What follows belongs to an exercise in optimizing a design on an open flow for small area; a production flow would make more cautious choices. Where RTL was checked, it was by simulation tests only, not by an equivalence proof against the original. Power figures rest on the tool's default switching activity, not on a simulated workload.

==> flow/design.v <==
package regfile_pkg;
    localparam int unsigned DEF_WIDTH      = 32;
    localparam int unsigned DEF_ADDR_WIDTH = 5;
    localparam int unsigned DEF_DEPTH      = 32;
endpackage
module regfile_clear_seq (
    input  logic       clk,
    input  logic       rst,
    output logic       ready,
    output logic [3:0] rd_ready
);
    logic [4:0] cnt_q;
    logic       last;
    always_ff @(posedge clk or negedge rst) begin
        if (!rst) begin
            cnt_q <= '0;
        end else begin
            cnt_q <= cnt_q + 5'd1;
        end
    end
    assign last = &cnt_q;
    rf_ready_ff u_ready (.clk (clk), .rst (rst), .set (last), .q (ready));
    for (genvar i = 0; i < 4; i++) begin : g_rd
        rf_ready_ff u_rd_ready (.clk (clk), .rst (rst), .set (last), .q (rd_ready[i]));
    end
endmodule
module rf_ready_ff (
    input  logic clk,
    input  logic rst,
    input  logic set,
    output logic q
);
    always_ff @(posedge clk or negedge rst) begin
        if (!rst) begin
            q <= 1'b0;
        end else begin
            q <= q | set;
        end
    end
endmodule
module rf_keep (
    input  logic hold_n,
    input  logic s,
    output logic k
);
    assign k = ~(hold_n | s);
endmodule
module rf_next (
    input  logic sel1,
    input  logic d1,
    input  logic sel0,
    input  logic d0,
    input  logic k,
    output logic s_d
);
    assign s_d = ~((sel1 & d1) | (sel0 & d0) | k);
endmodule
module rf_bit (
    input  logic clk,
    input  logic sel1,
    input  logic sel0,
    input  logic hold_n,
    input  logic d1,
    input  logic d0,
    output logic s
);
    logic k, s_d;
    rf_keep u_keep (.hold_n (hold_n), .s (s), .k (k));
    rf_next u_next (.sel1 (sel1), .d1 (d1), .sel0 (sel0), .d0 (d0), .k (k), .s_d (s_d));
    always_ff @(posedge clk) begin
        s <= s_d;
    end
endmodule
module rf_pbit (
    input  logic clk,
    input  logic set,
    input  logic hold_n,
    output logic s
);
    always_ff @(posedge clk) begin
        s <= ~set & (hold_n | s);
    end
endmodule
module rd_pair (
    input  logic sel_n_a,
    input  logic s_a,
    input  logic sel_n_b,
    input  logic s_b,
    output logic y
);
    assign y = ~((sel_n_a | s_a) & (sel_n_b | s_b));
endmodule
module rd_one (
    input  logic sel_n,
    input  logic s,
    output logic y
);
    assign y = ~(sel_n | s);
endmodule
module rd_nor4 (
    input  logic [3:0] a,
    output logic       y_n
);
    assign y_n = ~(|a);
endmodule
module rd_nand4 (
    input  logic [3:0] a_n,
    output logic       y
);
    assign y = ~(&a_n);
endmodule
module rd_bit (
    input  logic [31:1] sel_n,
    input  logic [31:1] s,
    output logic        y
);
    logic [15:0] p;
    logic [3:0]  g_n;
    for (genvar k = 0; k < 15; k++) begin : g_pair
        rd_pair u_pair (
            .sel_n_a (sel_n[2*k+1]), .s_a (s[2*k+1]),
            .sel_n_b (sel_n[2*k+2]), .s_b (s[2*k+2]),
            .y       (p[k])
        );
    end
    rd_one u_one (.sel_n (sel_n[31]), .s (s[31]), .y (p[15]));
    for (genvar g = 0; g < 4; g++) begin : g_grp
        rd_nor4 u_nor (.a (p[4*g +: 4]), .y_n (g_n[g]));
    end
    rd_nand4 u_out (.a_n (g_n), .y (y));
endmodule
module dec_pre (
    input  logic       en,
    input  logic [4:0] a,
    output logic [3:0] hi,
    output logic [7:0] lo
);
    always_comb begin
        for (int k = 0; k < 4; k++) hi[k] = en && (a[4:3] == 2'(k));
        for (int j = 0; j < 8; j++) lo[j] = (a[2:0] == 3'(j));
    end
endmodule
module dec_sel (
    input  logic hi,
    input  logic lo,
    output logic y
);
    assign y = hi && lo;
endmodule
module dec_sel_n (
    input  logic hi,
    input  logic lo,
    output logic y_n
);
    assign y_n = !(hi && lo);
endmodule
module dec_addr (
    input  logic        en,
    input  logic [4:0]  a,
    output logic [1:0][31:1] y
);
    logic [3:0] hi;
    logic [7:0] lo;
    dec_pre u_pre (.en (en), .a (a), .hi (hi), .lo (lo));
    for (genvar h = 0; h < 2; h++) begin : g_half
        for (genvar r = 1; r < 32; r++) begin : g_sel
            dec_sel u_sel (.hi (hi[r/8]), .lo (lo[r%8]), .y (y[h][r]));
        end
    end
endmodule
module dec_addr_n (
    input  logic        en,
    input  logic [4:0]  a,
    output logic [1:0][31:1] y_n
);
    logic [3:0] hi;
    logic [7:0] lo;
    dec_pre u_pre (.en (en), .a (a), .hi (hi), .lo (lo));
    for (genvar h = 0; h < 2; h++) begin : g_half
        for (genvar r = 1; r < 32; r++) begin : g_sel
            dec_sel_n u_sel (.hi (hi[r/8]), .lo (lo[r%8]), .y_n (y_n[h][r]));
        end
    end
endmodule
module wr_ctl (
    input  logic ready,
    input  logic e0,
    input  logic e1,
    output logic sel0,
    output logic hold_n
);
    assign sel0   = e0 && !e1;
    assign hold_n = !(ready && !e0 && !e1);
endmodule
module regfile_mp (
    input  logic         clk,
    input  logic         rst,
    output logic         bus_ready,
    input  logic [19:0]  bus_rd_addr,
    output logic [127:0] bus_rd_dout,
    output logic [3:0]   bus_rd_pending,
    input  logic [1:0]   bus_wr_en,
    input  logic [9:0]   bus_wr_addr,
    input  logic [63:0]  bus_wr_din,
    input  logic         bus_issue_en,
    input  logic [4:0]   bus_issue_addr
);
    logic        ready;
    logic [3:0]  rd_ready;
    logic [1:0][31:1] we0, sel1, set_p, sel0, hold_n;
    logic [1:0][31:1] rsel_n [4];
    logic [31:1] s [32];      
    logic [31:1] ps;          
    regfile_clear_seq u_clear_seq (
        .clk      (clk),
        .rst      (rst),
        .ready    (ready),
        .rd_ready (rd_ready)
    );
    logic en0, en1, en_i;
    assign en0  = ready && bus_wr_en[0];
    assign en1  = ready && bus_wr_en[1];
    assign en_i = ready && bus_issue_en;
    dec_addr u_dec_w0 (.en (en0),  .a (bus_wr_addr[4:0]), .y (we0));
    dec_addr u_dec_w1 (.en (en1),  .a (bus_wr_addr[9:5]), .y (sel1));
    dec_addr u_dec_is (.en (en_i), .a (bus_issue_addr),   .y (set_p));
    for (genvar i = 0; i < 4; i++) begin : g_rdec
        dec_addr_n u_dec_r (.en (rd_ready[i]), .a (bus_rd_addr[5*i +: 5]), .y_n (rsel_n[i]));
    end
    for (genvar h = 0; h < 2; h++) begin : g_half
        for (genvar r = 1; r < 32; r++) begin : g_wctl
            wr_ctl u_wctl (.ready (ready), .e0 (we0[h][r]), .e1 (sel1[h][r]), .sel0 (sel0[h][r]), .hold_n (hold_n[h][r]));
        end
    end
    for (genvar r = 1; r < 32; r++) begin : g_reg
        for (genvar b = 0; b < 32; b++) begin : g_bit
            rf_bit u_bit (
                .clk    (clk),
                .sel1   (sel1[b/16][r]),
                .sel0   (sel0[b/16][r]),
                .hold_n (hold_n[b/16][r]),
                .d1     (bus_wr_din[32+b]),
                .d0     (bus_wr_din[b]),
                .s      (s[b][r])
            );
        end
        rf_pbit u_pend (
            .clk    (clk),
            .set    (set_p[1][r]),
            .hold_n (hold_n[1][r]),
            .s      (ps[r])
        );
    end
    for (genvar i = 0; i < 4; i++) begin : g_rd
        for (genvar b = 0; b < 32; b++) begin : g_bit
            rd_bit u_rd (.sel_n (rsel_n[i][b/16]), .s (s[b]), .y (bus_rd_dout[32*i+b]));
        end
        rd_bit u_rp (.sel_n (rsel_n[i][1]), .s (ps), .y (bus_rd_pending[i]));
    end
    assign bus_ready = ready;
endmodule
module regfile_top (
    input  logic         clk,
    input  logic         rst_n,
    output logic         ready,
    input  logic [19:0]  rd_addr,
    output logic [127:0] rd_dout,
    output logic [3:0]   rd_pending,
    input  logic [1:0]   wr_en,
    input  logic [9:0]   wr_addr,
    input  logic [63:0]  wr_din,
    input  logic         issue_en,
    input  logic [4:0]   issue_addr
);
    regfile_mp u_rf (
        .clk            (clk),
        .rst            (rst_n),
        .bus_ready      (ready),
        .bus_rd_addr    (rd_addr),
        .bus_rd_dout    (rd_dout),
        .bus_rd_pending (rd_pending),
        .bus_wr_en      (wr_en),
        .bus_wr_addr    (wr_addr),
        .bus_wr_din     (wr_din),
        .bus_issue_en   (issue_en),
        .bus_issue_addr (issue_addr)
    );
endmodule
export LEC_CHECK = 0
export ABC_CLOCK_PERIOD_IN_PS = 6000
export CAP_MARGIN = 20
export CORE_MARGIN = 2
export CORE_UTILIZATION = 30
export CTS_CLUSTER_DIAMETER = 120
export CTS_CLUSTER_SIZE = 20
export PLACE_DENSITY = 0.5
export SLEW_MARGIN = 20
export SYNTH_HIERARCHICAL = 1
create_clock -name core_clock -period 6.0 [get_ports {clk}]
standard.sh (not shown) runs the stock make flow with config.mk's settings and CLKGATE_MAP_FILE= SYNTH_SCRIPT=/design/flow/synth_recipe.tcl, a recipe that flattens the netlist after the stock synthesis.
==> flow/flow/run.sh <==
#!/bin/bash
# Layout flow: the standard flow (standard synthesis, floorplan, placement,
# CTS, routing) with two changes: port buffers are buf_2, and combinational
# cells that synthesis mapped to a larger drive strength are set back to
# drive 1 before floorplanning (flow/downsize.tcl); the flow's own repair
# steps upsize again where needed. Each tool's output goes to its own log.
set -euo pipefail
BUF="BUFFER_PORTS_ARGS=-buffer_cell sky130_fd_sc_hd__buf_2"
R=orfs/results/sky130hd/regfile_top/base
bash standard.sh "$BUF" synth > std_synth.log 2>&1
openroad -no_init -exit flow/downsize.tcl > downsize.log 2>&1
touch $R/1_synth.sdc
bash standard.sh "$BUF" finish > std_finish.log 2>&1
==> flow/flow/downsize.tcl <==
# Area recovery before floorplanning: every combinational cell that synthesis
# mapped to a larger drive strength is swapped to the drive-1 cell of the same
# function (same pins). Flip-flops keep their cells. Placement-time repair and
# timing repair upsize again wherever slew, capacitance or timing need it.
set R orfs/results/sky130hd/regfile_top/base
read_db $R/1_synth.odb
set db [ord::get_db]
set n 0
foreach inst [[ord::get_db_block] getInsts] {
  set m [[$inst getMaster] getName]
  if {![regexp {^(sky130_fd_sc_hd__([a-z0-9]+))_(\d+)$} $m -> base fn drive]} continue
  if {$drive eq "1"} continue
  if {[regexp {^(df|sdf|edf|sedf|dl|sdl|conb|clk|lpflow|tap|fill|decap|diode)} $fn]} continue
  set small [$db findMaster ${base}_1]
  if {$small eq "NULL"} continue
  if {[$inst swapMaster $small]} { incr n } else { puts "could not swap [$inst getName] $m" }
}
puts "downsized $n cells"
write_db $R/1_synth.odb
The baseline finished but fails on negative setup slack.
Next try:
--- a/flow/design.v
+++ b/flow/design.v
@@ -157,29 +157,25 @@
 module dec_addr (
     input  logic        en,
     input  logic [4:0]  a,
-    output logic [1:0][31:1] y
+    output logic [31:1] y
 );
     logic [3:0] hi;
     logic [7:0] lo;
     dec_pre u_pre (.en (en), .a (a), .hi (hi), .lo (lo));
-    for (genvar h = 0; h < 2; h++) begin : g_half
-        for (genvar r = 1; r < 32; r++) begin : g_sel
-            dec_sel u_sel (.hi (hi[r/8]), .lo (lo[r%8]), .y (y[h][r]));
-        end
+    for (genvar r = 1; r < 32; r++) begin : g_sel
+        dec_sel u_sel (.hi (hi[r/8]), .lo (lo[r%8]), .y (y[r]));
     end
 endmodule
 module dec_addr_n (
     input  logic        en,
     input  logic [4:0]  a,
-    output logic [1:0][31:1] y_n
+    output logic [31:1] y_n
 );
     logic [3:0] hi;
     logic [7:0] lo;
     dec_pre u_pre (.en (en), .a (a), .hi (hi), .lo (lo));
-    for (genvar h = 0; h < 2; h++) begin : g_half
-        for (genvar r = 1; r < 32; r++) begin : g_sel
-            dec_sel_n u_sel (.hi (hi[r/8]), .lo (lo[r%8]), .y_n (y_n[h][r]));
-        end
+    for (genvar r = 1; r < 32; r++) begin : g_sel
+        dec_sel_n u_sel (.hi (hi[r/8]), .lo (lo[r%8]), .y_n (y_n[r]));
     end
 endmodule
 module wr_ctl (
@@ -207,8 +203,9 @@
 );
     logic        ready;
     logic [3:0]  rd_ready;
-    logic [1:0][31:1] we0, sel1, set_p, sel0, hold_n;
-    logic [1:0][31:1] rsel_n [4];
+    logic [31:1] we0;
+    logic [31:1] sel0, sel1, hold_n, set_p;
+    logic [31:1] rsel_n [4];
     logic [31:1] s [32];      
     logic [31:1] ps;          
     regfile_clear_seq u_clear_seq (
@@ -227,18 +224,16 @@
     for (genvar i = 0; i < 4; i++) begin : g_rdec
         dec_addr_n u_dec_r (.en (rd_ready[i]), .a (bus_rd_addr[5*i +: 5]), .y_n (rsel_n[i]));
     end
-    for (genvar h = 0; h < 2; h++) begin : g_half
-        for (genvar r = 1; r < 32; r++) begin : g_wctl
-            wr_ctl u_wctl (.ready (ready), .e0 (we0[h][r]), .e1 (sel1[h][r]), .sel0 (sel0[h][r]), .hold_n (hold_n[h][r]));
-        end
+    for (genvar r = 1; r < 32; r++) begin : g_wctl
+        wr_ctl u_wctl (.ready (ready), .e0 (we0[r]), .e1 (sel1[r]), .sel0 (sel0[r]), .hold_n (hold_n[r]));
     end
     for (genvar r = 1; r < 32; r++) begin : g_reg
         for (genvar b = 0; b < 32; b++) begin : g_bit
             rf_bit u_bit (
                 .clk    (clk),
-                .sel1   (sel1[b/16][r]),
-                .sel0   (sel0[b/16][r]),
-                .hold_n (hold_n[b/16][r]),
+                .sel1   (sel1[r]),
+                .sel0   (sel0[r]),
+                .hold_n (hold_n[r]),
                 .d1     (bus_wr_din[32+b]),
                 .d0     (bus_wr_din[b]),
                 .s      (s[b][r])
@@ -246,16 +241,16 @@
         end
         rf_pbit u_pend (
             .clk    (clk),
-            .set    (set_p[1][r]),
-            .hold_n (hold_n[1][r]),
+            .set    (set_p[r]),
+            .hold_n (hold_n[r]),
             .s      (ps[r])
         );
     end
     for (genvar i = 0; i < 4; i++) begin : g_rd
         for (genvar b = 0; b < 32; b++) begin : g_bit
-            rd_bit u_rd (.sel_n (rsel_n[i][b/16]), .s (s[b]), .y (bus_rd_dout[32*i+b]));
-        end
-        rd_bit u_rp (.sel_n (rsel_n[i][1]), .s (ps), .y (bus_rd_pending[i]));
+            rd_bit u_rd (.sel_n (rsel_n[i]), .s (s[b]), .y (bus_rd_dout[32*i+b]));
+        end
+        rd_bit u_rp (.sel_n (rsel_n[i]), .s (ps), .y (bus_rd_pending[i]));
     end
     assign bus_ready = ready;
 endmodule
Result: Now the flow passed the timing, design-rule and antenna checks; power drops by about 4.5%; worst setup slack is better by 0.39 ns; first-iteration DRC count climbs by about 16%; clock-buffer cell count drops by 4; area after synthesis drops by 2.4%; cell count drops by 6.7%; synthesized cell count drops by about 4%; cell area drops by about 6%; fmax climbs by about 7%; flip-flop and latch count stays the same; die area drops by 2.4%; clock skew climbs by 0.0097 ns.
The RTL of the first run of this note was laid out without a check of its function.

-- afterwards: timing with drivers on the ports --
The flow's constraints put no driver on any port. The routed layouts listed below were extracted and timed again, unchanged, in two steps. Step 1: set_driving_cell puts a clkbuf_16 on clk and a buf_2 on each other input, an assumption about the parent block. Step 2 also shifts input and output timing later by t, the mid clock arrival at the registers, as if the neighbouring blocks saw the same clock. a / b / c = ideal ports / drivers / drivers and shift; a / b = the first two.
| run | shift t [ns] | slack for setup (ns) | worst data-port slew with drivers (ns) |
|---|---|---|---|
| the first run | 0.913 | -0.046 / -0.140 / -0.069 | 0.39 |
| the second run | 0.849 | 0.344 / 0.236 / 0.236 | 0.19 |
For the second run, which loses most, drivers alone change the setup slack by -0.108 ns; drivers and shift together by -0.108 ns.
